Background: an optimization exercise with open tools, aiming at small area, a short achievable clock period and few clock cycles per item. Do not read the settings as production practice. In this exercise RTL edits were held to simulation tests only and were not proved equivalent to the original. Power figures rest on the tool's default switching activity, not on a simulated workload.

[design/flow/constraint.sdc]
create_clock -name core_clock -period 4.5 [get_ports {clk}]
set_input_delay 0.9000 -clock core_clock [delete_from_list [all_inputs] [get_ports {clk}]]
set_output_delay 0.9000 -clock core_clock [all_outputs]
set_load 0.01 [all_outputs]
[design/flow/run.sh]
#!/bin/bash
# synth_recipe.tcl (not shown) runs the flow's synth.tcl, then flattens the netlist and writes it again
# the make line also repeats each setting of config.mk as NAME=value (left out here)
make -C /OpenROAD-flow-scripts/flow DESIGN_CONFIG=/design/flow/config.mk WORK_HOME=/design/flow/orfs CLKGATE_MAP_FILE= SYNTH_SCRIPT=/design/flow/synth_recipe.tcl finish
[design/flow/config.mk]
export PLATFORM = sky130hd
export DESIGN_NAME = flood_duplicate_filter_core
export DESIGN_NICKNAME = flood_duplicate_filter_core
export VERILOG_FILES = /design/flow/design.v
export SDC_FILE = /design/flow/constraint.sdc
export NUM_CORES = 4
export LEC_CHECK = 0
export CAP_MARGIN = 20
export CORE_MARGIN = 2
export CORE_UTILIZATION = 55
export PLACE_DENSITY = 0.65
export SETUP_SLACK_MARGIN = 2.5
export SLEW_MARGIN = 20
export TNS_END_PERCENT = 0
[design/flow/design.v]
`default_nettype none
package fdf_pkg;
	localparam int SEEN_DEPTH_DEF = 64;
	localparam int SEQ_BITS_DEF   = 16;
	localparam int ID_W    = 6;
	localparam int MASK_W  = 64;
	localparam int SEQ_W   = 16;
	localparam int DATA_W  = 32;
	localparam int CFG_IDX_W  = 2;
	localparam int CFG_DATA_W = 64;
	localparam logic [CFG_IDX_W-1:0] CFG_NODE_ID       = 2'd0;
	localparam logic [CFG_IDX_W-1:0] CFG_NEIGHBOR_MASK = 2'd1;
	typedef enum logic [1:0] {
		VERDICT_FORWARD      = 2'd0,
		VERDICT_NOT_NEIGHBOR = 2'd1,
		VERDICT_DUPLICATE    = 2'd2
	} fdf_verdict_t;
	typedef struct packed {
		logic [ID_W-1:0]   sender_id;
		logic [SEQ_W-1:0]  seq_in;
		logic [DATA_W-1:0] payload_in;
	} fdf_in_t;
	typedef struct packed {
		logic [1:0]        verdict;
		logic [ID_W-1:0]   fwd_id;
		logic [SEQ_W-1:0]  fwd_seq;
		logic [DATA_W-1:0] fwd_data;
	} fdf_out_t;
	typedef struct packed {
		logic         record;
		logic         emit;
		fdf_verdict_t verdict;
	} fdf_cmd_t;
	typedef struct packed {
		logic valid;
		logic neighbor;
		logic hit;
	} fdf_status_t;
endpackage
`default_nettype wire
`default_nettype none
module fdf_ctrl (
	input  wire fdf_pkg::fdf_status_t  status,
	output logic                       busy,
	output fdf_pkg::fdf_cmd_t          cmd
);
	assign busy = 1'b0;
	always_comb begin
		cmd         = '0;
		cmd.emit    = status.valid;
		cmd.record  = status.valid & status.neighbor & ~status.hit;
		if (!status.neighbor) begin
			cmd.verdict = fdf_pkg::VERDICT_NOT_NEIGHBOR;
		end else if (status.hit) begin
			cmd.verdict = fdf_pkg::VERDICT_DUPLICATE;
		end else begin
			cmd.verdict = fdf_pkg::VERDICT_FORWARD;
		end
	end
endmodule
`default_nettype wire
`default_nettype none
module fdf_datapath #(
	parameter int SEEN_DEPTH = fdf_pkg::SEEN_DEPTH_DEF,
	parameter int SEQ_BITS   = fdf_pkg::SEQ_BITS_DEF
) (
	input  wire logic                              clk,
	input  wire logic                              arst_n,
	input  wire logic                              cfg_we,
	input  wire logic [fdf_pkg::CFG_IDX_W-1:0]     cfg_index,
	input  wire logic [fdf_pkg::CFG_DATA_W-1:0]    cfg_wdata,
	input  wire logic                              start,
	input  wire fdf_pkg::fdf_in_t                  item,
	input  wire fdf_pkg::fdf_cmd_t                 cmd,
	output fdf_pkg::fdf_status_t                   status,
	output logic                                   result_valid,
	output fdf_pkg::fdf_out_t                      result
);
	localparam int CW = $clog2(SEEN_DEPTH + 1);
	localparam int GS = 4;
	localparam int NP = (SEEN_DEPTH - 2 + GS - 1) / GS;
	logic [fdf_pkg::ID_W-1:0]   node_id_q;
	logic [fdf_pkg::MASK_W-1:0] neighbor_q;
	logic                       neighbor_set_q;
	logic [SEQ_BITS-1:0]        seq1;
	logic                       v2_q;
	logic                       nb2_q;
	logic [NP-1:0]              grp2_q;
	logic [1:0]                 top2_q;
	logic                       same2_q;
	logic                       shift2_q;
	logic [SEQ_BITS-1:0]        seq2_q;
	logic [fdf_pkg::DATA_W-1:0] data2_q;
	logic                       v3_q;
	logic                       nb3_q;
	logic                       hit3_q;
	logic [SEQ_BITS-1:0]        seq3_q;
	logic [fdf_pkg::DATA_W-1:0] data3_q;
	logic [SEQ_BITS-1:0]   seen_q [SEEN_DEPTH];
	logic [CW-1:0]         fill_q;
	logic [SEEN_DEPTH-1:0] match1;
	logic [NP-1:0]         grp1;
	logic                  hit_low;
	logic                  same13;
	logic                  same23;
	logic                  hit_keep;
	logic                  hit_shift;
	logic [SEQ_BITS-1:0]   own_next_q;
	logic                  res_valid_q;
	fdf_pkg::fdf_verdict_t res_verdict_q;
	logic [SEQ_BITS-1:0]   res_seq_q;
	logic [fdf_pkg::DATA_W-1:0] res_data_q;
	logic fwd;
	assign seq1 = SEQ_BITS'(item.seq_in);
	assign fwd  = cmd.record;
	always_comb begin
		for (int e = 0; e < SEEN_DEPTH; e++) begin
			match1[e] = (seen_q[e] == seq1) && (fill_q > CW'(e));
		end
		grp1 = '0;
		for (int e = 0; e < SEEN_DEPTH - 2; e++) begin
			grp1[e / GS] = grp1[e / GS] | match1[e];
		end
	end
	assign same13 = (seq3_q == seq1);
	assign same23    = (seq3_q == seq2_q);
	assign hit_low   = |grp2_q;
	assign hit_keep  = hit_low | top2_q[0] | (shift2_q ? same2_q : top2_q[1]);
	assign hit_shift = hit_low | same23    | (shift2_q ? same2_q : top2_q[0]);
	assign status.valid    = v3_q;
	assign status.neighbor = nb3_q;
	assign status.hit      = hit3_q;
	always_ff @(posedge clk or negedge arst_n) begin
		if (!arst_n) begin
			node_id_q      <= '0;
			neighbor_set_q <= 1'b0;
		end else if (cfg_we) begin
			unique case (cfg_index)
				fdf_pkg::CFG_NODE_ID:       node_id_q      <= cfg_wdata[fdf_pkg::ID_W-1:0];
				fdf_pkg::CFG_NEIGHBOR_MASK: neighbor_set_q <= 1'b1;
				default: ;
			endcase
		end
	end
	always_ff @(posedge clk) begin
		if (cfg_we && cfg_index == fdf_pkg::CFG_NEIGHBOR_MASK) begin
			neighbor_q <= cfg_wdata;
		end
	end
	always_ff @(posedge clk or negedge arst_n) begin
		if (!arst_n) begin
			v2_q       <= 1'b0;
			v3_q       <= 1'b0;
			res_valid_q <= 1'b0;
			fill_q     <= '0;
			own_next_q <= SEQ_BITS'(1);
		end else begin
			v2_q <= start;
			v3_q <= v2_q;
			res_valid_q <= v3_q;
			if (fwd) begin
				own_next_q <= own_next_q + SEQ_BITS'(1);
				if (fill_q != CW'(SEEN_DEPTH)) begin
					fill_q <= fill_q + CW'(1);
				end
			end
		end
	end
	always_ff @(posedge clk) begin
		nb2_q    <= neighbor_set_q & neighbor_q[item.sender_id];
		grp2_q  <= grp1;
		top2_q   <= match1[SEEN_DEPTH-1:SEEN_DEPTH-2];
		same2_q  <= same13;
		shift2_q <= fwd;
		seq2_q   <= seq1;
		data2_q  <= item.payload_in;
		nb3_q    <= nb2_q;
		hit3_q   <= fwd ? hit_shift : hit_keep;
		seq3_q   <= seq2_q;
		data3_q  <= data2_q;
	end
	always_ff @(posedge clk) begin
		if (fwd) begin
			seen_q[0] <= seq3_q;
			for (int e = 1; e < SEEN_DEPTH; e++) begin
				seen_q[e] <= seen_q[e-1];
			end
		end
	end
	always_ff @(posedge clk) begin
		res_verdict_q <= cmd.verdict;
		res_seq_q     <= (cmd.verdict == fdf_pkg::VERDICT_FORWARD) ? own_next_q : '0;
		res_data_q    <= (cmd.verdict == fdf_pkg::VERDICT_FORWARD) ? data3_q : '0;
	end
	assign result_valid     = res_valid_q;
	assign result.verdict   = res_verdict_q;
	assign result.fwd_id    = node_id_q;
	assign result.fwd_seq   = res_seq_q;
	assign result.fwd_data  = res_data_q;
endmodule
`default_nettype wire
`default_nettype none
module flood_duplicate_filter_core #(
	parameter int SEEN_DEPTH = fdf_pkg::SEEN_DEPTH_DEF,
	parameter int SEQ_BITS   = fdf_pkg::SEQ_BITS_DEF
) (
	input  wire logic                              clk,
	input  wire logic                              arst_n,
	input  wire logic                              cfg_we,
	input  wire logic [fdf_pkg::CFG_IDX_W-1:0]     cfg_index,
	input  wire logic [fdf_pkg::CFG_DATA_W-1:0]    cfg_wdata,
	input  wire logic                              start,
	input  wire logic [53:0]                       item,
	output logic                                   busy,
	output logic                                   result_valid,
	output logic [55:0]                            result
);
	fdf_pkg::fdf_in_t  item_s;
	fdf_pkg::fdf_out_t result_s;
	assign item_s = item;
	assign result = result_s;
	fdf_pkg::fdf_status_t status;
	fdf_pkg::fdf_cmd_t    cmd;
	fdf_ctrl u_ctrl (
		.status (status),
		.busy   (busy),
		.cmd    (cmd)
	);
	fdf_datapath #(
		.SEEN_DEPTH (SEEN_DEPTH),
		.SEQ_BITS   (SEQ_BITS)
	) u_datapath (
		.clk          (clk),
		.arst_n       (arst_n),
		.cfg_we       (cfg_we),
		.cfg_index    (cfg_index),
		.cfg_wdata    (cfg_wdata),
		.start        (start),
		.item         (item_s),
		.cmd          (cmd),
		.status       (status),
		.result_valid (result_valid),
		.result       (result_s)
	);
endmodule
`default_nettype wire
==> results of run 1 <==
cell families after synthesis:
group | Yosys count | synth area share, %
XOR/XNOR | 1077 | 18.3
AO/OA/AOI/OAI | 112 | 1.44
buffers and inverters | 147 | 1.59
other | 1 | 0.00729
adder cells (fa/ha/maj) | 4 | 0.0973
AND/OR/NAND/NOR | 503 | 5.77
flip-flops | 1290 | 71.7
multiplexers | 26 | 1.02
repair_timing:
item | in CTS | in global routing
cloned | 5 | 2
hold buffers | 0 | 0
setup endpoints to repair | 1153 | 996
resized for setup | 247 | 70
pin swaps | 2 | 2
setup buffers | 5 | 15
cells in the final DEF, fill, tap and decap left out, types with 25 or more instances in the layout:
master           instances
edfxtp_1              1088
nand3_1                 28
clkbuf_16              144
nor4_1                 150
clkbuf_1                33
nand2_1                 29
buf_4                   67
dfrtp_1                 25
nand4_1                155
xor2_1                 535
xnor2_1                542
buf_12                  27
dfxtp_1                169
clkdlybuf4s50_1        103
clkinv_2                25
and2_1                  51
a21oi_1                 30
buf_2                   32
metrics by stage:
step | hold slack [ns] | instance area (sq um) | total power, mW | cells | util (%)
global placement | 0.311 | 54900 | 17.4 | 4537 | 59.0
CTS | 0.295 | 59600 | 28.4 | 4794 | 64.1
floorplan | 0.310 | 51500 | 16.2 | 3160 | -
global route | 0.328 | 59800 | 29.3 | 4811 | 64.3
detailed placement | 0.312 | 54900 | 17.4 | 4537 | 59.0
finish | 0.297 | 59800 | 28.3 | 4812 | 64.3
power by group:
| part | internal (mW) | total (mW) | switching [mW] |
|---|---|---|---|
| Sequential | 13.9 | 14.4 | 0.535 |
| Clock | 6.37 | 10.9 | 4.57 |
| Combinational | 1.15 | 3.01 | 1.86 |
| Total | 21.4 | 28.3 | 6.96 |
synth_stat cells (3+ instances only):
| cell type | n |
|---|---|
| nand2_1 | 32 |
| o21ai_0 | 19 |
| nor3_1 | 12 |
| nor3b_1 | 4 |
| clkbuf_1 | 19 |
| nor2b_1 | 4 |
| edfxtp_1 | 1088 |
| buf_2 | 81 |
| o22ai_1 | 6 |
| nor4_1 | 164 |
| a21oi_1 | 32 |
| mux4_2 | 9 |
| nand3_1 | 28 |
| nand2b_1 | 11 |
| a2111oi_0 | 3 |
| inv_1 | 5 |
| ha_1 | 4 |
| and2_1 | 51 |
| o211ai_1 | 4 |
| nor2_1 | 25 |
| mux2_2 | 6 |
| dfxtp_1 | 169 |
| buf_4 | 36 |
| nand4_1 | 155 |
| buf_6 | 4 |
| mux4_1 | 9 |
| a31oi_1 | 11 |
| and3_1 | 5 |
| xor2_1 | 535 |
| dfrtp_1 | 32 |
| xnor2_1 | 542 |
| or2_2 | 5 |
| o311ai_0 | 6 |
| a311oi_1 | 4 |
| o221ai_1 | 3 |
sequential cells by signal, summed over array words and instances, names as in the netlist, 16 cells and up:
name	flops
u_datapath.seq3_q	16
u_datapath.grp2_q	16
u_datapath.own_next_q	16
u_datapath.res_seq_q	16
u_datapath.data2_q	32
u_datapath.seq2_q	16
u_datapath.seen_q	1024
u_datapath.res_data_q	32
u_datapath.data3_q	32
u_datapath.neighbor_q	64
worst min-delay path by stage:
stage | cells after the start | from | slack (ns) | to
after floorplan | 0 | u_datapath.data2_q[0] | 0.31 | u_datapath.data3_q[0]
after global placement | 0 | u_datapath.data2_q[21] | 0.31 | u_datapath.data3_q[21]
after detailed placement | 0 | u_datapath.data2_q[18] | 0.31 | u_datapath.data3_q[18]
after CTS | 1 | arst_n | 0.29 | u_datapath.neighbor_set_q
after global routing | 0 | u_datapath.data2_q[3] | 0.33 | u_datapath.data3_q[3]
final | 1 | arst_n | 0.30 | u_datapath.neighbor_set_q
cell type report:
class,count,area [sq um],area share [%]
multi-input combinational,1723,14000,23.3
timing repair inverter,4,55.1,0.0920
inverter,6,48.8,0.0815
timing repair buffer,287,2970,4.96
antenna,1,2.50,0.00418
clock inverter,58,463,0.774
tap,1254,1570,2.62
sequential,1290,36900,61.7
clock buffer,189,3880,6.48
layer usage:
metal	global-route usage, %	wire, um	vias to the layer above
met4	8.35	3360	0
met3	4.65	8390	182
met2	43.6	61900	984
met5	0	0	-
met1	34.6	50900	14200
li1	-	-	12200
==> impl_results.md, run 1 <==
- Core Region: 0.0930 sq mm
- Run status: no timing/DRC/antenna violations
- Leakage: 19.0 nW
- Via/cell ratio: 5.72
- Crit-path slowest cell: dfrtp_1
- RePlAce Congestion: 0.873
- Min Tclk post-route: 2.16 ns
- Final slew viol count: 0
- Number of routed nets with antenna violations: 0
- Startpoint Class: register
- Yosys cell types: 61
- Post-synth net total: 3288
- Via count: 27500
- Final setup fails: 0
- Synth Cell Area: 0.0514 sq mm
- Ys flop type: edfxtp_1
- Total number of yosys warnings: 3
- Number of global-route vias before repair: 28100
- Syn Area/Cell: 16.3 sq um
- Critical path cell sequence: buf_2
- Final period util: 48.0%
- R2R setup slack: 2.34 ns
- Final HPWL DP: 80.8 mm
- GR Util All Layers: 26.0%
- Required time of the worst setup path: 3.60 ns
- RSZ-0062 raised after global routing: true
- Syn-to-layout area delta: 16.4%
- Post-synth EDFFs: 1088
- CTS tree: done
- Synth area leaders: edfxtp_1 (64%), xnor2_1 (9.2%), xor2_1 (9.1%)
- Share of post-route cells with drive strength above 1: 12.6%
- Yosys top cell by area: edfxtp_1
- Yosys reg bits: 1290
- Crit-path max cell delay: 0.39 ns
- Worst r2r dst: u_datapath.grp2_q[10]
- Longest Clk Path Bufs: 3
- Die Height: 310 um
- CP Max Fanout: 2
- Nets: 3577
- Max-cap violation count: 0
- First-pass GRT wire length: 182 mm
- I/O pin cnt: 182
- Yosys top cell area share: 63.5%
- H-tree depth: 4
- Overflow after GRT: 0
- Max-slew headroom: 37.8%
- Worst setup EP type: output port
- Fmax: 463 MHz
- Std-Cell Rows: 112
- DIE AREA: 0.0960 sq mm
- Die W: 310 um
- Final setup margin: 2.34 ns
- VDD IR max: 0.342 mV
- Filler cell count: 6629
- Clk_skew: 0.0271 ns
- Levels on crit path: 1
- Pwr per Cell Area: 474 mW/mm^2
- Least-Margin Pin Slew: 0.934 ns
- Crit path buffers/inverters: 1
- Mapped Cells: 3160
- Register area share after synthesis: 71.7%
- R2R depth: 5
- Worst reg2reg path startpoint: u_datapath.fill_q[2]
- Final hold viol count: 0
- Crit path from: u_datapath.node_id_q[4]
- Clk root buf: clkbuf_16
- Hold Crit Class: in2async
- Port Buf Inserts: 180
- Pre-antenna DRT Iters: 6
- Crit path kind: reg2out
- WL/cell: 25.9 um
- Largest net degree at the start of global routing: 100
- Final wirelength: 125 mm
- # clock sinks: 1290
- Worst EP arrival: 1.26 ns
- DP Worst Slack: 1.12 ns
- Total CTS buffers: 137
- Clock latency on the worst-skew pair: 0.75 ns
- Initial DRC count: 2895
- CP Capture Point: result[52]
- Setup TNS: 0 ns
- Crit path max-delay family: flip-flops
- Initial Util: 55.3%
- DRC viols: 0
- Post-synth ARST share: 2.56%
- Initial antenna violation count: 2
- Clock transition at the registers of the reported paths: 0.06 ns
Testbench counts, summed over its fixed seeds: cycles 12,024, packets 12,000.
==> inputs of run 2 (changes only) <==
--- a/design/flow/design.v
+++ b/design/flow/design.v
@@ -76,16 +76,15 @@
 	output logic                                   result_valid,
 	output fdf_pkg::fdf_out_t                      result
 );
-	localparam int CW = $clog2(SEEN_DEPTH + 1);
-	localparam int GS = 4;
-	localparam int NP = (SEEN_DEPTH - 2 + GS - 1) / GS;
+	localparam int NB = SEEN_DEPTH / 8;
+	localparam int NP = (SEEN_DEPTH - 2) / 2;
 	logic [fdf_pkg::ID_W-1:0]   node_id_q;
 	logic [fdf_pkg::MASK_W-1:0] neighbor_q;
 	logic                       neighbor_set_q;
 	logic [SEQ_BITS-1:0]        seq1;
 	logic                       v2_q;
 	logic                       nb2_q;
-	logic [NP-1:0]              grp2_q;
+	logic [NP-1:0]              pair2_q;
 	logic [1:0]                 top2_q;
 	logic                       same2_q;
 	logic                       shift2_q;
@@ -97,9 +96,11 @@
 	logic [SEQ_BITS-1:0]        seq3_q;
 	logic [fdf_pkg::DATA_W-1:0] data3_q;
 	logic [SEQ_BITS-1:0]   seen_q [SEEN_DEPTH];
-	logic [CW-1:0]         fill_q;
+	logic [NB-1:0]         blk_full_q;
+	logic [6:0]            part_q;
+	logic [SEEN_DEPTH-1:0] valid;
 	logic [SEEN_DEPTH-1:0] match1;
-	logic [NP-1:0]         grp1;
+	logic [NP-1:0]         pair1;
 	logic                  hit_low;
 	logic                  same13;
 	logic                  same23;
@@ -115,16 +116,21 @@
 	assign fwd  = cmd.record;
 	always_comb begin
 		for (int e = 0; e < SEEN_DEPTH; e++) begin
-			match1[e] = (seen_q[e] == seq1) && (fill_q > CW'(e));
-		end
-		grp1 = '0;
-		for (int e = 0; e < SEEN_DEPTH - 2; e++) begin
-			grp1[e / GS] = grp1[e / GS] | match1[e];
+			if (e < 8) begin
+				valid[e] = blk_full_q[0] | ((e % 8 == 7) ? 1'b0 : part_q[e % 8]);
+			end else begin
+				valid[e] = blk_full_q[e / 8] |
+					(blk_full_q[e / 8 - 1] & ((e % 8 == 7) ? 1'b0 : part_q[e % 8]));
+			end
+			match1[e] = (seen_q[e] == seq1) && valid[e];
+		end
+		for (int j = 0; j < NP; j++) begin
+			pair1[j] = match1[2*j] | match1[2*j+1];
 		end
 	end
 	assign same13 = (seq3_q == seq1);
 	assign same23    = (seq3_q == seq2_q);
-	assign hit_low   = |grp2_q;
+	assign hit_low   = |pair2_q;
 	assign hit_keep  = hit_low | top2_q[0] | (shift2_q ? same2_q : top2_q[1]);
 	assign hit_shift = hit_low | same23    | (shift2_q ? same2_q : top2_q[0]);
 	assign status.valid    = v3_q;
@@ -152,7 +158,8 @@
 			v2_q       <= 1'b0;
 			v3_q       <= 1'b0;
 			res_valid_q <= 1'b0;
-			fill_q     <= '0;
+			blk_full_q <= '0;
+			part_q     <= '0;
 			own_next_q <= SEQ_BITS'(1);
 		end else begin
 			v2_q <= start;
@@ -160,15 +167,20 @@
 			res_valid_q <= v3_q;
 			if (fwd) begin
 				own_next_q <= own_next_q + SEQ_BITS'(1);
-				if (fill_q != CW'(SEEN_DEPTH)) begin
-					fill_q <= fill_q + CW'(1);
+				if (!blk_full_q[NB-1]) begin
+					if (part_q[6]) begin
+						part_q     <= '0;
+						blk_full_q <= {blk_full_q[NB-2:0], 1'b1};
+					end else begin
+						part_q     <= {part_q[5:0], 1'b1};
+					end
 				end
 			end
 		end
 	end
 	always_ff @(posedge clk) begin
 		nb2_q    <= neighbor_set_q & neighbor_q[item.sender_id];
-		grp2_q  <= grp1;
+		pair2_q  <= pair1;
 		top2_q   <= match1[SEEN_DEPTH-1:SEEN_DEPTH-2];
 		same2_q  <= same13;
 		shift2_q <= fwd;
--- a/design/flow/config.mk
+++ b/design/flow/config.mk
@@ -11,4 +11,4 @@
 export PLACE_DENSITY = 0.65
 export SETUP_SLACK_MARGIN = 2.5
 export SLEW_MARGIN = 20
-export TNS_END_PERCENT = 0
+export TNS_END_PERCENT = 10
==> impl_results.md, run 2 <==
- Worst setup EP type: output port
- Initial antenna violation count: 4
- Required time of the worst setup path: 3.60 ns
- Final Util: 63.9%
- Number of routed nets with antenna violations: 0
- Synth top cells by count: edfxtp_1 (1088), xnor2_1 (608), xor2_1 (463)
- GR Util All Layers: 24.8%
- RSZ-0062 raised after global routing: true
- Yosys reg bits: 1313
- Post-synth EDFFs: 1088
- Hold buffers post-CTS: 0
- Port Buf Inserts: 180
- Final setup margin: 2.31 ns
- Min Tclk post-route: 2.19 ns
- Final hold viol count: 0
- Mapped Cells: 3170
- Largest regs: u_datapath.seen_q: 1024 flops, u_datapath.neighbor_q: 64 flops
- H-tree depth: 4
- Commonest non-fill, non-tap cell in the layout: edfxtp_1
- RePlAce Congestion: 0.837
- Yosys top cell by area: edfxtp_1
- Max-cap violation count: 0
- Crit path kind: reg2out
- Syn-to-layout area delta: 15.5%
- Final wirelength: 118 mm
- Largest net degree at the start of global routing: 141
- Die W: 310 um
- Share of post-route cells with drive strength above 1: 10.7%
- I/O pin cnt: 182
- Clk root buf: clkbuf_16
- First-pass GRT wire length: 176 mm
- Overflow after GRT: 0
- Final slew viol count: 0
- Leakage: 18.7 nW
- Yosys top cell area share: 63.4%
- Clk_skew: 0.0314 ns
- Critical path cell sequence: dlygate4sd2_1
- Clock latency on the worst-skew pair: 0.74 ns
- Hold Crit Class: in2async
- Synth area leaders: edfxtp_1 (63%), xnor2_1 (10%), xor2_1 (7.9%)
- Final setup fails: 0
- WL/cell: 24.8 um
- DP Worst Slack: 1.33 ns
- CTS tree: done
- Nets: 3524
- Total number of yosys warnings: 3
- Longest Clk Path Bufs: 3
- Crit-path slowest cell: dfxtp_1
- Via/cell ratio: 5.64
- Std-Cell Rows: 112
- Via count: 26900
- CP Max Fanout: 1
- Pre-antenna DRT Iters: 5
- Filler cell count: 6783
- Clock transition at the registers of the reported paths: 0.05 ns
- Pwr per Cell Area: 475 mW/mm^2
- Crit path buffers/inverters: 1
- Yosys cell types: 46
- Initial Util: 55.4%
- Ys flop type: edfxtp_1
- VDD IR max: 0.444 mV
- Run status: no timing/DRC/antenna violations
- Die Height: 310 um
- Max FFs per register: 1024
- Total CTS buffers: 138
- Max-slew headroom: 24.6%
- Initial DRC count: 2551
- Crit path max-delay family: flip-flops
- Fmax: 457 MHz
- Synth Cell Area: 0.0515 sq mm
- Most frequent cells in the layout: edfxtp_1 (1088), xnor2_1 (608), xor2_1 (463)
- Worst EP arrival: 1.29 ns
- Final period util: 48.6%
- DIE AREA: 0.0961 sq mm
- Least-Margin Pin Slew: 1.13 ns
- Post-synth net total: 3295
- DRC viols: 0
- Most numerous cell in the Yosys netlist: edfxtp_1
- Setup TNS: 0 ns
- Most flops, register: u_datapath.seen_q
- # clock sinks: 1313
- Register area share after synthesis: 72.6%
- Pwr Total: 28.3 mW
- Final HPWL DP: 73.2 mm
- Syn Area/Cell: 16.2 sq um
- Startpoint Class: register
- Core Region: 0.0930 sq mm
- Number of global-route vias before repair: 27800
- Crit-path max cell delay: 0.29 ns
- Post-synth ARST share: 3.12%
==> run 2: metal layers <==
layer	global-route usage (%)	vias to the layer above	wire length [um]
met3	3.98	199	6630
met5	0	-	0
met1	32.4	13800	48900
met4	8.02	0	3000
met2	42.6	869	59800
li1	-	12000	-
==> run 2: cells by family (layout without fill, tap and decap cells) <==
| logic type | after synthesis | in the layout | synth area share (%) |
|---|---|---|---|
| other | 1 | 2 | 0.00728 |
| buffers and inverters | 149 | 489 | 1.34 |
| AO/OA/AOI/OAI | 94 | 94 | 1.03 |
| adder cells (fa/ha/maj) | 1 | 1 | 0.0243 |
| AND/OR/NAND/NOR | 501 | 502 | 5.56 |
| multiplexers | 40 | 40 | 1.24 |
| flip-flops | 1313 | 1313 | 72.6 |
| XOR/XNOR | 1071 | 1071 | 18.2 |
==> run 2: final timing paths <==
path	from	end	depth (start not counted)	slack (ns)
max in group asynchronous	arst_n	u_datapath.part_q[6]	1	3.90
min reg2reg	u_datapath.data2_q[30]	u_datapath.data3_q[30]	0	0.32
min in group core_clock	u_datapath.data2_q[30]	u_datapath.data3_q[30]	0	0.32
max	u_datapath.res_seq_q[3]	result[35]	1	2.31
max reg2reg	u_datapath.part_q[3]	u_datapath.pair2_q[25]	4	2.44
min	arst_n	u_datapath.node_id_q[3]	1	0.17
==> run 2: area by class of cell <==
type / count / area (sq um) / area share [%]
Multi-Input combinational cell: 1709 / 13500 / 22.7
Timing Repair inverter: 1 / 16.3 / 0.0274
Inverter: 2 / 33.8 / 0.0568
Sequential cell: 1313 / 37400 / 62.9
Antenna cell: 1 / 2.50 / 0.00421
Timing Repair Buffer: 234 / 2460 / 4.14
Clock inverter: 48 / 359 / 0.604
Tap cell: 1254 / 1570 / 2.64
Clock buffer: 204 / 4110 / 6.92
==> run 2: per-stage QoR <==
| step | instances | hold WS (ns) | instance area (sq um) |
|---|---|---|---|
| floorplan | 3170 | 0.310 | 51500 |
| global placement | 4508 | 0.312 | 54800 |
| detailed placement | 4508 | 0.312 | 54800 |
| CTS | 4764 | 0.327 | 59300 |
| global route | 4766 | 0.186 | 59500 |
| finish | 4766 | 0.171 | 59500 |
==> run 2: what timing repair did <==
action / CTS / global route
buffers inserted: 3 / 0
resized for setup: 91 / 188
cloned: 1 / 1
setup endpoints to repair: 1035 / 603
==> run 2: where the power goes <==
group          internal (mW)  total, mW  switching, mW  leakage (nW)
clock network           6.56       11.2           4.60          2.20
registers               14.1       14.9          0.822          11.3
logic                  0.911       2.18           1.27          5.21
total                   21.6       28.3           6.70          18.7
Testbench counts of run 2, summed over its fixed seeds: cycles 12,024, packets 12,000.
==> inputs of run 3 (changes only) <==
--- a/design/flow/config.mk
+++ b/design/flow/config.mk
@@ -8,6 +8,8 @@
 export CAP_MARGIN = 20
 export CORE_MARGIN = 2
 export CORE_UTILIZATION = 55
+export CTS_CLUSTER_DIAMETER = 60
+export CTS_CLUSTER_SIZE = 20
 export PLACE_DENSITY = 0.65
 export SETUP_SLACK_MARGIN = 2.5
 export SLEW_MARGIN = 20
==> impl_results.md, run 3 <==
- Die Height: 310 um
- Least-Margin Pin Slew: 1.10 ns
- Via/cell ratio: 5.62
- Die W: 310 um
- RSZ-0062 raised after global routing: true
- Syn-to-layout area delta: 13.8%
- Via count: 26400
- VDD IR max: 0.335 mV
- Port Buf Inserts: 180
- Synth area leaders: edfxtp_1 (63%), xnor2_1 (10%), xor2_1 (7.9%)
- Yosys top cell area share: 63.4%
- Hold buffers post-CTS: 0
- # clock sinks: 1313
- Gate power share: 8.2%
- Number of global-route vias before repair: 27400
- H-tree depth: 3
- Worst EP arrival: 2.73 ns
- Placed Area: 0.0548 sq mm
- RePlAce Congestion: 0.837
- Core Region: 0.0930 sq mm
- Post-synth ARST share: 3.12%
- Max-cap violation count: 0
- Final Util: 63.0%
- Setup TNS: 0 ns
- Pwr per Cell Area: 453 mW/mm^2
- Design Area, Final: 0.0586 sq mm
- Most frequent cells in the layout: edfxtp_1 (1088), xnor2_1 (608), xor2_1 (463)
- R2R depth: 4
- Final HPWL DP: 73.2 mm
- Share of post-route cells with drive strength above 1: 9.80%
- Sw Share: 25.6%
- Overflow after GRT: 0
- Largest regs: u_datapath.seen_q: 1024 flops, u_datapath.neighbor_q: 64 flops
- WL/cell: 25.0 um
- Crit path from: cfg_we
- Largest net degree at the start of global routing: 141
- Initial Util: 55.4%
- DRC viols: 0
- Leakage: 18.3 nW
- Number of routed nets with antenna violations: 0
- Clock transition at the registers of the reported paths: 0.08 ns
- Final slew viol count: 0
- Filler cell count: 6865
- I/O pin cnt: 182
- Nets: 3487
- Yosys cell types: 46
- Seq pwr share: 56.2%
- Clk root buf: clkbuf_16
- Required time of the worst setup path: 5.07 ns
- Std-Cell Rows: 112
- First-pass GRT wire length: 174 mm
- Startpoint Class: primary input
- Min Tclk post-route: 2.16 ns
- CP Max Fanout: 6
- CTS tree: done
- Yosys reg bits: 1313
- Most numerous cell in the Yosys netlist: edfxtp_1
- Post-synth net total: 3295
- Yosys top cell by area: edfxtp_1
- Longest Clk Path Bufs: 3
- Clock latency on the worst-skew pair: 0.69 ns
- Clk_skew: 0.0227 ns
- Initial antenna violation count: 2
- Final wirelength: 117 mm
- Total number of yosys warnings: 3
- Initial DRC count: 2448
- Total CTS buffers: 101
- Final setup fails: 0
- Final hold viol count: 0
- Post-synth EDFFs: 1088
- Run status: no timing/DRC/antenna violations
- Syn Area/Cell: 16.2 sq um
- DIE AREA: 0.0961 sq mm
- Crit path kind: in2reg
- Psw: 6.78 mW
- Power Internal: 19.7 mW
- Synth Cell Area: 0.0515 sq mm
- Register area share after synthesis: 72.6%
- Most flops, register: u_datapath.seen_q
- Ys flop type: edfxtp_1
- Clock Power Share: 35.6%
- Final period util: 48.0%
- Commonest non-fill, non-tap cell in the layout: edfxtp_1
- GR Util All Layers: 24.5%
- Fmax: 463 MHz
- Hold Crit Class: in2async
- Mapped Cells: 3170
- Synth top cells by count: edfxtp_1 (1088), xnor2_1 (608), xor2_1 (463)
- Max FFs per register: 1024
- Worst reg2reg path startpoint: u_datapath.hit3_q
- Worst setup EP type: register
- Pre-antenna DRT Iters: 5
- Max-slew headroom: 26.6%
-- run 3: worst paths after layout --
check                                            to  slack [ns]
min                         u_datapath.node_id_q[3]        0.21
min in group core_clock      u_datapath.data3_q[22]        0.33
min reg2reg                  u_datapath.data3_q[22]        0.33
max reg2reg                u_datapath.seen_q[16][0]        2.45
max in group asynchronous      u_datapath.part_q[2]        3.82
max                         u_datapath.node_id_q[4]        2.34
-- run 3: cell type report --
cell class                 count  area (sq um)  share of cell area [%]
antenna                        1          2.50                 0.00427
clock buffer                 116          2690                    4.59
clock inverter                73           808                    1.38
inverter                       2          33.8                  0.0576
multi-input combinational   1709         13500                    23.1
sequential                  1313         37400                    63.8
tap                         1254          1570                    2.68
timing repair buffer         234          2560                    4.36
timing repair inverter         1          16.3                  0.0278
-- run 3: cells by family (layout without fill, tap and decap cells) --
kind of cell	after synthesis	count (layout)	synth area share (%)
xor+xnor	1071	1071	18.2
fa+ha+maj	1	1	0.0243
buf+inv	149	426	1.34
simple gates	501	502	5.56
flops	1313	1313	72.6
other cells	1	2	0.00728
compound gates	94	94	1.03
mux	40	40	1.24
-- run 3: metrics by stage --
step | hold WS, ns | instances | setup slack, ns | power (mW)
finish | 0.214 | 4703 | 2.34 | 26.5
global route | 0.228 | 4703 | 2.29 | 27.4
CTS | 0.328 | 4701 | 2.20 | 26.7
detailed placement | 0.312 | 4508 | 1.33 | 17.3
global placement | 0.312 | 4508 | 1.35 | 17.3
floorplan | 0.310 | 3170 | 0.899 | 16.3
-- run 3: routing by layer --
layer / wire length (um) / GRT usage, % / up-vias / share of wire [%]
met4: 2620 / 7.34 / 0 / 2.2
met2: 59600 / 42.5 / 766 / 51
met1: 49200 / 32.2 / 13600 / 42
li1: - / - / 11900 / -
met5: 0 / 0 / - / 0
met3: 6030 / 3.45 / 161 / 5.1
-- run 3: worst max-delay path: stages --
cell	delay, ns
clkdlybuf4s50_1	0.51
nor3b_1	0.90
mux2_2	0.42
-- run 3: power groups by stage --
stage               combinational [mW]  sequential (mW)  clock [mW]
finish                            2.18             14.9        9.44
global placement                  2.15             15.1           0
floorplan                         1.54             14.7           0
CTS                               2.18             14.9        9.62
global route                      2.38             15.0        10.1
detailed placement                2.19             15.2           0
-- run 3: timing repair --
action / CTS / global route
cloned: 1 / 1
resized for setup: 74 / 166
endpoints found under the setup margin: 1042 / 501
pin swaps: 0 / 3
setup buffers: 3 / 0
==> inputs of run 4 (changes only) <==
--- a/design/flow/config.mk
+++ b/design/flow/config.mk
@@ -7,10 +7,8 @@
 export LEC_CHECK = 0
 export CAP_MARGIN = 20
 export CORE_MARGIN = 2
-export CORE_UTILIZATION = 55
-export CTS_CLUSTER_DIAMETER = 60
-export CTS_CLUSTER_SIZE = 20
-export PLACE_DENSITY = 0.65
+export CORE_UTILIZATION = 62
+export PLACE_DENSITY = 0.7
 export SETUP_SLACK_MARGIN = 2.5
 export SLEW_MARGIN = 20
-export TNS_END_PERCENT = 10
+export TNS_END_PERCENT = 25
==> impl_results.md, run 4 <==
- GR peak layer: met2
- Startpoint Class: register
- Setup TNS: 0 ns
- Clock latency on the worst-skew pair: 0.72 ns
- RSZ-0062 raised after global routing: true
- Syn Area/Cell: 16.2 sq um
- DIE AREA: 0.0854 sq mm
- Largest regs: u_datapath.seen_q: 1024 flops, u_datapath.neighbor_q: 64 flops
- Final hold viol count: 0
- Max FFs per register: 1024
- Leakage: 18.8 nW
- I/O pin cnt: 182
- WL/cell: 25.6 um
- Power Internal: 21.4 mW
- Number of global-route vias before repair: 28100
- Yosys reg bits: 1313
- # clock sinks: 1313
- Register area share after synthesis: 72.6%
- Worst EP arrival: 1.24 ns
- GRT met3 Usage: 5.98%
- Overflow after GRT: 0
- Final period util: 47.5%
- Placed Area: 0.0547 sq mm
- Total CTS buffers: 136
- Seq pwr share: 52.9%
- Pwr Total: 28.0 mW
- Min Tclk post-route: 2.14 ns
- Crit-path slowest cell: dfrtp_1
- Std-Cell Rows: 105
- Via count: 27100
- CTS tree: done
- Synth Area in Adders: 0.0243%
- Commonest non-fill, non-tap cell in the layout: edfxtp_1
- Clk root buf: clkbuf_16
- First-pass GRT wire length: 174 mm
- Ys flop type: edfxtp_1
- Max-cap violation count: 0
- Die W: 292 um
- Syn-to-layout area delta: 14.9%
- Sw Share: 23.7%
- Longest Clk Path Bufs: 3
- Crit path buffers/inverters: 1
- Gate power share: 8.1%
- Most numerous cell in the Yosys netlist: edfxtp_1
- Synth Area in Compound Gates: 1.03%
- RePlAce Congestion: 0.844
- Crit-path max cell delay: 0.39 ns
- Crit path kind: reg2out
- CP Max Fanout: 2
- Final wirelength: 118 mm
- Hold Crit Class: reg2reg
- Mux contribution to synthesized area: 1.24%
- Post-synthesis simple-gate area fraction: 5.56%
- Die Height: 292 um
- Post-synth EDFFs: 1088
- Number of routed nets with antenna violations: 0
- Pre-antenna DRT Iters: 5
- Synth Area in XOR/XNOR: 18.2%
- VDD IR max: 0.368 mV
- Critical path cell sequence: buf_6
- Least-Margin Pin Slew: 1.09 ns
- Post-synth net total: 3295
- Initial Util: 62.7%
- GR Util All Layers: 27.6%
- Initial DRC count: 2503
- Yosys cell types: 46
- Main combinational cell family by area after synthesis: XOR/XNOR gates
- Share of post-route cells with drive strength above 1: 11.3%
- DRC viols: 0
- Synth Cell Area: 0.0515 sq mm
- Required time of the worst setup path: 3.60 ns
- Met2 usage in global routing: 46.4%
- Psw: 6.65 mW
- H-tree depth: 4
- Core Region: 0.0821 sq mm
- Mapped Cells: 3170
- Worst setup EP type: output port
- Final HPWL DP: 73.0 mm
- Synth area leaders: edfxtp_1 (63%), xnor2_1 (10%), xor2_1 (7.9%)
- Pwr per Cell Area: 474 mW/mm^2
- Nets: 3550
- Crit path max-delay family: flip-flops
- Via/cell ratio: 5.87
- M1 GR Usage: 36.1%
- Max-slew headroom: 27.0%
- Final setup fails: 0
- Total number of yosys warnings: 3
- Most frequent cells in the layout: edfxtp_1 (1088), xnor2_1 (608), xor2_1 (463)
- Port Buf Inserts: 180
- Post-synth ARST share: 3.12%
- Synth top cells by count: edfxtp_1 (1088), xnor2_1 (608), xor2_1 (463)
- Fmax: 468 MHz
- Clock Power Share: 38.9%
- Design Area, Final: 0.0592 sq mm
- Final slew viol count: 0
- Largest net degree at the start of global routing: 121
- Initial antenna violation count: 1
- Clk_skew: 0.0248 ns
- Most flops, register: u_datapath.seen_q
- Yosys top cell area share: 63.4%
- Yosys top cell by area: edfxtp_1
- Run status: no timing/DRC/antenna violations
- Final Util: 72.1%
- Clock transition at the registers of the reported paths: 0.06 ns
## run 4: cell counts after synthesis
No cell type changed its count.
## run 4: power by group through the flow
| stage | Clock, mW | Sequential (mW) | Combinational, mW |
|---|---|---|---|
| floorplan | 0 | 14.7 | 1.54 |
| global route | 11.6 | 14.9 | 2.46 |
| detailed placement | 0 | 15.1 | 2.26 |
| finish | 10.9 | 14.8 | 2.27 |
| global placement | 0 | 15.0 | 2.21 |
| CTS | 11.1 | 14.8 | 2.27 |
## run 4: kinds of logic (layout without fill, tap and decap cells)
logic type | Yosys count | after routing
AOI/OAI and AO/OA | 94 | 94
xor gates and xnor gates | 1071 | 1071
adders and majority gates | 1 | 1
buffers and inverters | 149 | 514
DFF | 1313 | 1313
muxes | 40 | 40
other | 1 | 2
and+or+nand+nor | 501 | 502
## run 4: worst paths after layout
kind	depth (start not counted)	to	startpoint	slack, ns
worst min-delay path	0	u_datapath.data3_q[9]	u_datapath.data2_q[9]	0.33
min in group asynchronous	1	u_datapath.node_id_q[2]	arst_n	0.35
max in group asynchronous	1	u_datapath.part_q[2]	arst_n	3.43
worst min register to register	0	u_datapath.data3_q[9]	u_datapath.data2_q[9]	0.33
worst max register to register	5	u_datapath.hit3_q	u_datapath.pair2_q[5]	2.42
worst max-delay path	1	result[51]	u_datapath.node_id_q[3]	2.36
## run 4: what timing repair did
item	CTS	global route
hold buffers	0	0
setup endpoints to repair	1161	435
cloned	1	4
buffers inserted	7	0
resized for setup	195	105
pin swaps	3	2
## run 4: final cells by class
type	instances	area, sq um
Sequential cell	1313	37400
Fill cell	5196	22900
Multi-Input combinational cell	1709	13500
Clock buffer	199	3970
Timing Repair Buffer	261	2520
Tap cell	1070	1340
Clock inverter	50	383
Inverter	2	33.8
Timing Repair inverter	2	27.5
Antenna cell	1	2.50
## run 4: routing by layer
metal  part of all wire (%)  up-vias  wire length, um
met3                    6.8      184             8050
li1                       -    12000                -
met4                    2.4        0             2870
met1                     40    13800            47800
met5                      0        -                0
met2                     50     1002            59300
## run 4: metrics by stage
| step | setup slack, ns | hold slack (ns) | instances |
|---|---|---|---|
| floorplan | 0.899 | 0.310 | 3170 |
| global placement | 1.34 | 0.312 | 4345 |
| detailed placement | 1.31 | 0.312 | 4345 |
| CTS | 2.32 | 0.326 | 4602 |
| global route | 2.32 | 0.333 | 4606 |
| finish | 2.36 | 0.327 | 4607 |
==> inputs of run 5 (changes only) <==
--- a/design/flow/design.v
+++ b/design/flow/design.v
@@ -109,6 +109,7 @@
 	logic [SEQ_BITS-1:0]   own_next_q;
 	logic                  res_valid_q;
 	fdf_pkg::fdf_verdict_t res_verdict_q;
+	logic [fdf_pkg::ID_W-1:0] res_id_q;
 	logic [SEQ_BITS-1:0]   res_seq_q;
 	logic [fdf_pkg::DATA_W-1:0] res_data_q;
 	logic fwd;
@@ -201,12 +202,13 @@
 	end
 	always_ff @(posedge clk) begin
 		res_verdict_q <= cmd.verdict;
+		res_id_q      <= node_id_q;
 		res_seq_q     <= (cmd.verdict == fdf_pkg::VERDICT_FORWARD) ? own_next_q : '0;
 		res_data_q    <= (cmd.verdict == fdf_pkg::VERDICT_FORWARD) ? data3_q : '0;
 	end
 	assign result_valid     = res_valid_q;
 	assign result.verdict   = res_verdict_q;
-	assign result.fwd_id    = node_id_q;
+	assign result.fwd_id    = res_id_q;
 	assign result.fwd_seq   = res_seq_q;
 	assign result.fwd_data  = res_data_q;
 endmodule
==> impl_results.md, run 5 <==
- Run status: no timing/DRC/antenna violations
- Final HPWL DP: 73.1 mm
- CTS tree: done
- Core Region: 0.0822 sq mm
- Overflow after GRT: 0
- Initial antenna violation count: 2
- Max-slew headroom: 32.8%
- Total CTS buffers: 135
- Syn Area/Cell: 16.3 sq um
- Mapped Cells: 3176
- Filler cell count: 5208
- Synth top cells by count: edfxtp_1 (1088), xnor2_1 (608), xor2_1 (463)
- I/O pin cnt: 182
- Yosys top cell area share: 63.3%
- Final setup margin: 2.38 ns
- CP Max Fanout: 1
- Clock transition at the registers of the reported paths: 0.06 ns
- Nets: 3547
- Clock latency on the worst-skew pair: 0.72 ns
- Required time of the worst setup path: 3.60 ns
- Power Internal: 21.2 mW
- Sw Share: 23.9%
- Placed Area: 0.0548 sq mm
- Critical path cell sequence: dlymetal6s2s_1
- Synth area leaders: edfxtp_1 (63%), xnor2_1 (10%), xor2_1 (7.9%)
- Setup TNS: 0 ns
- Post-synth net total: 3301
- Share of post-route cells with drive strength above 1: 11.6%
- Gate power share: 8.1%
- First-pass GRT wire length: 173 mm
- Final period util: 47.2%
- Pwr per Cell Area: 471 mW/mm^2
- Seq pwr share: 53.5%
- DRC viols: 0
- Final Util: 72.0%
- Final slew viol count: 0
- Clk_skew: 0.0194 ns
- Hold Crit Class: in2async
- Final hold viol count: 0
- GR Util All Layers: 27.2%
- Min Tclk post-route: 2.12 ns
- Die W: 293 um
- RSZ-0062 raised after global routing: true
- Leakage: 18.8 nW
- Most numerous cell in the Yosys netlist: edfxtp_1
- Pre-antenna DRT Iters: 8
- Synth Cell Area: 0.0516 sq mm
- Port Buf Inserts: 180
- Commonest non-fill, non-tap cell in the layout: edfxtp_1
- Crit path kind: reg2out
- Most flops, register: u_datapath.seen_q
- RePlAce Congestion: 0.850
- Via count: 27200
- Fmax: 471 MHz
- Post-synth EDFFs: 1088
- Std-Cell Rows: 105
- Total number of yosys warnings: 3
- Syn-to-layout area delta: 14.8%
- Die Height: 293 um
- Worst setup EP type: output port
- DP Worst Slack: 1.33 ns
- Number of routed nets with antenna violations: 0
- Number of global-route vias before repair: 27800
- DIE AREA: 0.0856 sq mm
- Crit-path max cell delay: 0.30 ns
- Least-Margin Pin Slew: 1.01 ns
- Psw: 6.66 mW
- Post-synth ARST share: 3.11%
- Max-cap violation count: 0
- VDD IR max: 0.394 mV
- Initial Util: 62.8%
- # clock sinks: 1319
- Design Area, Final: 0.0592 sq mm
- Yosys top cell by area: edfxtp_1
- Crit path max-delay family: flip-flops
- Register area share after synthesis: 72.6%
- Final wirelength: 118 mm
- Yosys reg bits: 1319
- Initial DRC count: 2610
- Ys flop type: edfxtp_1
- Crit path buffers/inverters: 1
- Worst EP arrival: 1.22 ns
- Clock Power Share: 38.4%
- Clk root buf: clkbuf_16
- Longest Clk Path Bufs: 3
- Crit-path slowest cell: dfxtp_1
- Largest regs: u_datapath.seen_q: 1024 flops, u_datapath.neighbor_q: 64 flops
- Yosys cell types: 46
- Startpoint Class: register
- H-tree depth: 4
- Max FFs per register: 1024
- Largest net degree at the start of global routing: 134
- Most frequent cells in the layout: edfxtp_1 (1088), xnor2_1 (608), xor2_1 (463)
- Via/cell ratio: 5.90
- Final setup fails: 0
- WL/cell: 25.6 um
-- run 5: cell count changes in the layout (fill, tap and decap cells not counted), sizes merged, moves of 2 or more --
cell	delta
buf	-14
dlygate4sd2	-2
clkinvlp	+5
clkinv	+9
clkbuf	-11
dlymetal6s2s	+2
dfxtp	+6
-- run 5: timing repair --
item | in CTS | in global routing
gates cloned | 1 | 5
pin swaps | 4 | 2
setup endpoints to repair | 1129 | 509
hold buffers | 0 | 0
gates resized for setup | 7 | 241
setup buffers | 3 | 2
-- run 5: logic make-up (layout without fill, tap and decap cells) --
family                     count (synthesis)  after routing  share of synthesized area [%]
other                                      1              2                        0.00726
and+or+nand+nor                          501            502                           5.55
adders and majority gates                  1              1                         0.0242
xor gates and xnor gates                1071           1071                           18.2
DFF                                     1319           1319                           72.6
AOI/OAI and AO/OA                         94             94                           1.03
muxes                                     40             40                           1.24
buffers and inverters                    149            502                           1.34
-- run 5: power groups by stage --
stage / clock (mW) / combinational (mW) / sequential, mW
4_1_cts: 10.9 / 2.27 / 14.9
3_3_place_gp: 0 / 2.18 / 15.1
2_1_floorplan: 0 / 1.54 / 14.8
6_report: 10.7 / 2.26 / 14.9
3_5_place_dp: 0 / 2.24 / 15.1
5_1_grt: 11.3 / 2.44 / 15.0
-- run 5: layout make-up --
cell class,count,area [sq um],area share (%)
clock buffers,181,3770,6.36
well taps,1070,1340,2.26
multi-input cells,1709,13500,22.8
repair buffers,254,2570,4.34
repair inverters,1,16.3,0.0275
inverters,2,33.8,0.0570
clock inverters,64,468,0.790
flip-flops and latches,1319,37500,63.3
diodes,1,2.50,0.00422
-- run 5: metrics by stage --
| stage | cells | total power, mW | hold slack, ns |
|---|---|---|---|
| 2_1_floorplan | 3176 | 16.3 | 0.310 |
| 3_3_place_gp | 4344 | 17.3 | 0.311 |
| 3_5_place_dp | 4344 | 17.4 | 0.312 |
| 4_1_cts | 4593 | 28.0 | 0.259 |
| 5_1_grt | 4601 | 28.7 | 0.312 |
| 6_report | 4601 | 27.9 | 0.271 |
-- run 5: routing by layer --
metal,vias up,share of wire (%),track usage [%]
li1,12000,-,-
met1,14000,41,36.5
met2,1013,51,46.0
met3,180,6.3,4.27
met4,0,2.3,8.84
met5,-,0,0
-- run 5: worst paths after layout --
kind                                   startpoint                      end  slack, ns  cells past startpoint
min                                        arst_n  u_datapath.node_id_q[2]       0.27                      2
min in group core_clock     u_datapath.data2_q[7]    u_datapath.data3_q[7]       0.32                      0
min reg2reg                 u_datapath.data2_q[7]    u_datapath.data3_q[7]       0.32                      0
max in group asynchronous                  arst_n     u_datapath.part_q[6]       3.74                      2
max                        u_datapath.res_id_q[5]               result[53]       2.38                      1
max reg2reg                u_datapath.pair2_q[13]        u_datapath.hit3_q       2.48                      5
Testbench counts of run 5, summed over its fixed seeds: cycles 12,024, packets 12,000.
==> inputs of run 6 (changes only) <==
--- a/design/flow/config.mk
+++ b/design/flow/config.mk
@@ -8,6 +8,8 @@
 export CAP_MARGIN = 20
 export CORE_MARGIN = 2
 export CORE_UTILIZATION = 62
+export CTS_CLUSTER_DIAMETER = 60
+export CTS_CLUSTER_SIZE = 20
 export PLACE_DENSITY = 0.7
 export SETUP_SLACK_MARGIN = 2.5
 export SLEW_MARGIN = 20
==> impl_results.md, run 6 <==
- Nets: 3506
- Critical path cell sequence: dlymetal6s2s_1 -> mux4_2 -> mux4_2 -> nand2b_4 -> o2111ai_2 -> o21ai_2
- Crit-path slowest cell: dlymetal6s2s_1
- Fmax: 483 MHz
- Yosys top cell by area: edfxtp_1
- Worst EP arrival: 2.62 ns
- Filler cell count: 5322
- Final hold viol count: 0
- Worst setup EP type: register
- Final wirelength: 117 mm
- Synth area leaders: edfxtp_1 (63%), xnor2_1 (10%), xor2_1 (7.9%)
- Crit path kind: in2reg
- Post-synth EDFFs: 1088
- Max-slew headroom: 29.0%
- Die W: 293 um
- H-tree depth: 3
- Syn-to-layout area delta: 12.7%
- Max FFs per register: 1024
- Initial Util: 62.8%
- Total number of yosys warnings: 3
- Pwr Total: 25.8 mW
- Hold Crit Class: in2async
- Crit-path max cell delay: 0.49 ns
- Crit-path most repeated cell: mux4_2
- Ys flop type: edfxtp_1
- Largest net degree at the start of global routing: 134
- Post-synth net total: 3301
- Mapped Cells: 3176
- Final setup fails: 0
- Share of post-route cells with drive strength above 1: 10.5%
- Pwr per Cell Area: 444 mW/mm^2
- Core Region: 0.0822 sq mm
- Yosys reg bits: 1319
- Design Area, Final: 0.0582 sq mm
- I/O pin cnt: 182
- Clock transition at the registers of the reported paths: 0.08 ns
- Most flops, register: u_datapath.seen_q
- RePlAce Congestion: 0.850
- Setup TNS: 0 ns
- Port Buf Inserts: 180
- Final period util: 46.0%
- Most frequent cells in the layout: edfxtp_1 (1088), xnor2_1 (608), xor2_1 (463)
- Clk root buf: clkbuf_16
- Final HPWL DP: 73.1 mm
- Syn Area/Cell: 16.3 sq um
- Crit path max-delay family: multiplexers
- Clock latency on the worst-skew pair: 0.68 ns
- Max-cap violation count: 0
- Number of routed nets with antenna violations: 0
- Clk_skew: 0.0273 ns
- Longest Clk Path Bufs: 3
- VDD IR max: 0.291 mV
- Synth top cells by count: edfxtp_1 (1088), xnor2_1 (608), xor2_1 (463)
- Via count: 26900
- Yosys top cell area share: 63.3%
- Initial antenna violation count: 2
- Overflow after GRT: 0
- DIE AREA: 0.0856 sq mm
- GR Util All Layers: 26.8%
- CTS tree: done
- Total CTS buffers: 93
- CP Max Fanout: 12
- Std-Cell Rows: 105
- R2R setup slack: 2.49 ns
- Leakage: 18.3 nW
- WL/cell: 25.8 um
- Run status: no timing/DRC/antenna violations
- Required time of the worst setup path: 5.05 ns
- Hold buffers post-CTS: 0
- # clock sinks: 1319
- DRC viols: 0
- Register area share after synthesis: 72.6%
- Pre-antenna DRT Iters: 5
- Levels on crit path: 6
- Crit path buffers/inverters: 1
- Yosys cell types: 46
- Via/cell ratio: 5.93
- First-pass GRT wire length: 170 mm
- Post-synth ARST share: 3.11%
- Worst r2r dst: u_datapath.seen_q[16][6]
- CP Capture Point: u_datapath.nb2_q
- Number of global-route vias before repair: 27400
- Min Tclk post-route: 2.07 ns
- Die Height: 293 um
- Placed Area: 0.0548 sq mm
- Final slew viol count: 0
- RSZ-0062 raised after global routing: true
- Synth Cell Area: 0.0516 sq mm
- Most numerous cell in the Yosys netlist: edfxtp_1
- R2R depth: 4
- Crit path from: item[50]
- Worst reg2reg path startpoint: u_datapath.hit3_q
- Initial DRC count: 2605
- Least-Margin Pin Slew: 1.06 ns
- Commonest non-fill, non-tap cell in the layout: edfxtp_1
- Largest regs: u_datapath.seen_q: 1024 flops, u_datapath.neighbor_q: 64 flops
- Startpoint Class: primary input
-- run 6: cell counts after synthesis --
Identical to the previous run, type by type.
-- run 6: logic make-up (layout without fill, tap and decap cells) --
| family | count (synthesis) | in the layout | synth area share (%) |
|---|---|---|---|
| DFF | 1319 | 1319 | 72.6 |
| adders and majority gates | 1 | 1 | 0.0242 |
| other | 1 | 2 | 0.00726 |
| muxes | 40 | 40 | 1.24 |
| AOI/OAI and AO/OA | 94 | 94 | 1.03 |
| and+or+nand+nor | 501 | 503 | 5.55 |
| buffers and inverters | 149 | 431 | 1.34 |
| xor gates and xnor gates | 1071 | 1071 | 18.2 |
-- run 6: worst min path at each step --
stage,from,to,slack [ns],cells after the start
floorplan,u_datapath.data2_q[0],u_datapath.data3_q[0],0.31,0
global placement,u_datapath.data2_q[6],u_datapath.data3_q[6],0.31,0
detailed placement,u_datapath.data2_q[7],u_datapath.data3_q[7],0.31,0
finish,arst_n,u_datapath.res_valid_q,0.31,2
CTS,arst_n,u_datapath.node_id_q[0],0.31,2
global route,u_datapath.data2_q[31],u_datapath.data3_q[31],0.32,0
-- run 6: through the flow --
step	hold slack [ns]	utilization, %	instances	worst slack, ns
after global placement	0.311	66.6	4344	1.33
after CTS	0.308	70.6	4522	1.99
final	0.314	70.7	4531	2.43
after global routing	0.325	70.7	4531	2.33
after detailed placement	0.312	66.6	4344	1.33
after floorplan	0.310	-	3176	0.899
-- run 6: layout make-up --
class                   count  area [sq um]  area share (%)
clock buffers             120          2520            4.34
flip-flops and latches   1319         37500            64.5
multi-input cells        1710         13500            23.3
well taps                1070          1340            2.30
repair buffers            254          2600            4.47
repair inverters            1          16.3          0.0280
clock inverters            54           598            1.03
diodes                      1          2.50         0.00430
inverters                   2          33.8          0.0581
-- run 6: worst register-to-register path, delay by kind of cell, from the launching register on --
kind,cells,cell delay (ns)
buf+inv,3,0.95
simple gates,1,0.22
flops,1,0.33
-- run 6: report_power, final --
group / internal, mW / leakage (nW) / switching [mW]
Sequential: 14.1 / 11.4 / 0.756
Clock: 4.28 / 1.53 / 4.41
Combinational: 0.932 / 5.37 / 1.32
Total: 19.4 / 18.3 / 6.49
-- run 6: per-layer routing --
layer | vias to the layer above | GRT usage, % | part of all wire, %
li1 | 11900 | - | -
met1 | 13800 | 35.8 | 40
met2 | 963 | 45.8 | 50
met3 | 181 | 4.24 | 7.0
met4 | 2 | 8.01 | 2.6
met5 | - | 0 | 0.015
-- run 6: timing repair --
item,CTS,global route
cloned,1,6
setup endpoints to repair,1102,529
resized for setup,7,249
pin swaps,3,0
buffers inserted,3,2
==> inputs of run 7 (changes only) <==
--- a/design/flow/config.mk
+++ b/design/flow/config.mk
@@ -7,10 +7,10 @@
 export LEC_CHECK = 0
 export CAP_MARGIN = 20
 export CORE_MARGIN = 2
-export CORE_UTILIZATION = 62
+export CORE_UTILIZATION = 67
 export CTS_CLUSTER_DIAMETER = 60
 export CTS_CLUSTER_SIZE = 20
-export PLACE_DENSITY = 0.7
+export PLACE_DENSITY = 0.72
 export SETUP_SLACK_MARGIN = 2.5
 export SLEW_MARGIN = 20
 export TNS_END_PERCENT = 25
==> impl_results.md, run 7 <==
- Via count: 26700
- Final HPWL DP: 70.4 mm
- Hold Crit Class: in2async
- Total CTS buffers: 83
- Register area share after synthesis: 72.6%
- Mapped Cells: 3176
- DRC viols: 0
- Number of global-route vias before repair: 27100
- Clock latency on the worst-skew pair: 0.65 ns
- Initial Util: 67.9%
- Clock transition at the registers of the reported paths: 0.08 ns
- Psw: 6.09 mW
- R2R setup slack: 2.50 ns
- Most numerous cell in the Yosys netlist: edfxtp_1
- Max-slew headroom: 29.0%
- Synth Area in Compound Gates: 1.03%
- Syn-to-layout area delta: 11.7%
- Worst reg2reg path startpoint: u_datapath.pair2_q[8]
- Commonest non-fill, non-tap cell in the layout: edfxtp_1
- Port Buf Inserts: 180
- Final slew viol count: 0
- Worst r2r dst: u_datapath.hit3_q
- Max-cap violation count: 0
- Worst EP arrival: 2.59 ns
- Synth Area in Adders: 0.0242%
- Yosys top cell area share: 63.3%
- DIE AREA: 0.0793 sq mm
- R2R depth: 5
- Design Area, Final: 0.0576 sq mm
- CP Max Fanout: 6
- Clk root buf: clkbuf_16
- Clk_skew: 0.0209 ns
- Fmax: 486 MHz
- Nets: 3484
- Max FFs per register: 1024
- RePlAce Congestion: 0.863
- VDD IR max: 0.493 mV
- Gate power share: 8.9%
- Largest net degree at the start of global routing: 152
- Pwr per Cell Area: 435 mW/mm^2
- # clock sinks: 1319
- Post-synth EDFFs: 1088
- Required time of the worst setup path: 5.03 ns
- Final Util: 75.8%
- Std-Cell Rows: 101
- Min Tclk post-route: 2.06 ns
- I/O pin cnt: 182
- Initial antenna violation count: 2
- Seq pwr share: 59.5%
- Via/cell ratio: 5.99
- Die Height: 282 um
- Crit path kind: in2reg
- Synth area leaders: edfxtp_1 (63%), xnor2_1 (10%), xor2_1 (7.9%)
- Main combinational cell family by area after synthesis: XOR/XNOR gates
- Hold buffers post-CTS: 0
- Final hold viol count: 0
- Least-Margin Pin Slew: 1.07 ns
- Die W: 282 um
- Total number of yosys warnings: 3
- Leakage: 18.0 nW
- Worst setup EP type: register
- Run status: no timing/DRC/antenna violations
- Final setup fails: 0
- Yosys reg bits: 1319
- Post-synth net total: 3301
- Core Region: 0.0761 sq mm
- RSZ-0062 raised after global routing: true
- First-pass GRT wire length: 169 mm
- GR Util All Layers: 29.0%
- Crit path from: item[49]
- Clock Power Share: 31.6%
- Yosys top cell by area: edfxtp_1
- Number of routed nets with antenna violations: 0
- Initial DRC count: 2750
- Longest Clk Path Bufs: 3
- Post-synth ARST share: 3.11%
- Mux contribution to synthesized area: 1.24%
- Ys flop type: edfxtp_1
- H-tree depth: 3
- Overflow after GRT: 0
- Share of post-route cells with drive strength above 1: 9.80%
- Most frequent cells in the layout: edfxtp_1 (1088), xnor2_1 (607), xor2_1 (463)
- Ant. Diodes: 0
- CP Capture Point: u_datapath.nb2_q
- Startpoint Class: primary input
- Final wirelength: 114 mm
- Synth top cells by count: edfxtp_1 (1088), xnor2_1 (608), xor2_1 (463)
- Power Internal: 19.0 mW
- Synth Area in XOR/XNOR: 18.2%
- Sw Share: 24.3%
- Pre-antenna DRT Iters: 8
- Most flops, register: u_datapath.seen_q
- Largest regs: u_datapath.seen_q: 1024 flops, u_datapath.neighbor_q: 64 flops
- Placed Area: 0.0547 sq mm
- Syn Area/Cell: 16.3 sq um
- Synth Cell Area: 0.0516 sq mm
- Filler cell count: 4538
- Final period util: 45.7%
- Setup TNS: 0 ns
- Post-synthesis simple-gate area fraction: 5.55%
- CTS tree: done
- WL/cell: 25.6 um
- Yosys cell types: 46
-- run 7: how the worst min path moves through the flow --
stage	startpoint	end	slack, ns	cells past startpoint
4_1_cts	u_datapath.data2_q[24]	u_datapath.data3_q[24]	0.33	0
5_1_grt	arst_n	u_datapath.node_id_q[0]	0.29	1
3_3_place_gp	u_datapath.data2_q[30]	u_datapath.data3_q[30]	0.31	0
2_1_floorplan	u_datapath.data2_q[0]	u_datapath.data3_q[0]	0.31	0
6_report	arst_n	u_datapath.node_id_q[0]	0.26	1
3_5_place_dp	u_datapath.data2_q[3]	u_datapath.data3_q[3]	0.31	0
-- run 7: per-layer routing --
layer	GRT usage, %	up-vias	wire length (um)
met5	0	-	0
met2	48.5	1032	56800
met1	39.0	13700	45700
li1	-	11800	-
met4	9.15	0	2900
met3	5.29	168	8670
-- run 7: timing repair --
action	in CTS	in global routing
setup endpoints to repair	1086	494
pin swaps	0	6
setup buffers	5	2
gates cloned	2	3
resized for setup	99	244
-- run 7: critical path: stages --
cell and delay [ns]:
dlygate4sd2_1 0.24, buf_12 0.13, mux4_1 0.54, mux4_2 0.46
nand2b_4 0.15, o2111ai_2 0.09, o21ai_2 0.07
-- run 7: logic make-up after synthesis --
group | count (synthesis)
AO/OA/AOI/OAI | 94
buffers and inverters | 149
XOR/XNOR | 1071
adder cells (fa/ha/maj) | 1
flip-flops | 1319
other | 1
AND/OR/NAND/NOR | 501
multiplexers | 40
-- run 7: power by group through the flow --
stage                     combinational, mW  sequential [mW]  clock (mW)
after floorplan                        1.54             14.8           0
after global placement                 2.16             15.1           0
after detailed placement               2.21             15.2           0
after CTS                              2.21             14.9        8.05
after global routing                   2.41             15.0        8.48
final                                  2.23             14.9        7.94
-- run 7: through the flow --
step           power [mW]  hold WS, ns  cells  setup WS (ns)
6_report             25.1        0.255   4459           2.44
2_1_floorplan        16.3        0.310   3176          0.899
4_1_cts              25.2        0.330   4454           2.35
3_3_place_gp         17.3        0.311   4292           1.34
3_5_place_dp         17.4        0.312   4292           1.35
5_1_grt              25.9        0.294   4459           2.39
-- run 7: area by class of cell --
type | count | area (sq um) | area share (%)
Sequential cell | 1319 | 37500 | 65.1
Timing Repair Buffer | 241 | 2500 | 4.34
Multi-Input combinational cell | 1709 | 13500 | 23.5
Inverter | 2 | 33.8 | 0.0586
Clock inverter | 34 | 357 | 0.619
Timing Repair inverter | 3 | 38.8 | 0.0673
Clock buffer | 121 | 2350 | 4.09
Tap cell | 1030 | 1290 | 2.24

## what the ideal ports hide
How much do the figures lean on ideal ports? The routed layouts below were timed once more, with nothing changed but the port constraints. Step 1 (the two cells are an assumption about what drives the block):
set clk [get_ports {clk}]
set_driving_cell -lib_cell sky130_fd_sc_hd__clkbuf_16 $clk
set_driving_cell -lib_cell sky130_fd_sc_hd__buf_2 [delete_from_list [all_inputs] $clk]
Step 2 moves the port delays by t, midway between the first and last clock arrival at a register: inputs arrive t later, outputs are due t later. That takes back most of the time a late clock gives input paths. Three values: no drivers, after step 1, after step 2; two values: the first two.
| run | t, ns | setup WS [ns] | slew at the worst register clock pin (ns) | cell pins on the clock port's net |
|---|---|---|---|---|
| run 1 | 0.802 | 2.339 / 2.273 / 1.510 | 0.06 / 0.06 | 1 |
| run 2 | 0.789 | 2.313 / 2.249 / 1.618 | 0.07 / 0.07 | 1 |
| run 3 | 0.750 | 2.341 / 2.277 / 1.635 | 0.09 / 0.09 | 1 |
| run 4 | 0.778 | 2.362 / 2.294 / 1.693 | 0.06 / 0.06 | 1 |
| run 5 | 0.782 | 2.376 / 2.304 / 1.773 | 0.07 / 0.07 | 1 |
| run 6 | 0.726 | 2.429 / 2.383 / 1.740 | 0.09 / 0.09 | 1 |
| run 7 | 0.715 | 2.442 / 2.400 / 1.773 | 0.09 / 0.09 | 1 |
After both steps setup and hold are still met in every run listed. The setup slack of run 1, which loses most, moves by -0.066 ns with the drivers and by -0.829 ns with both steps.
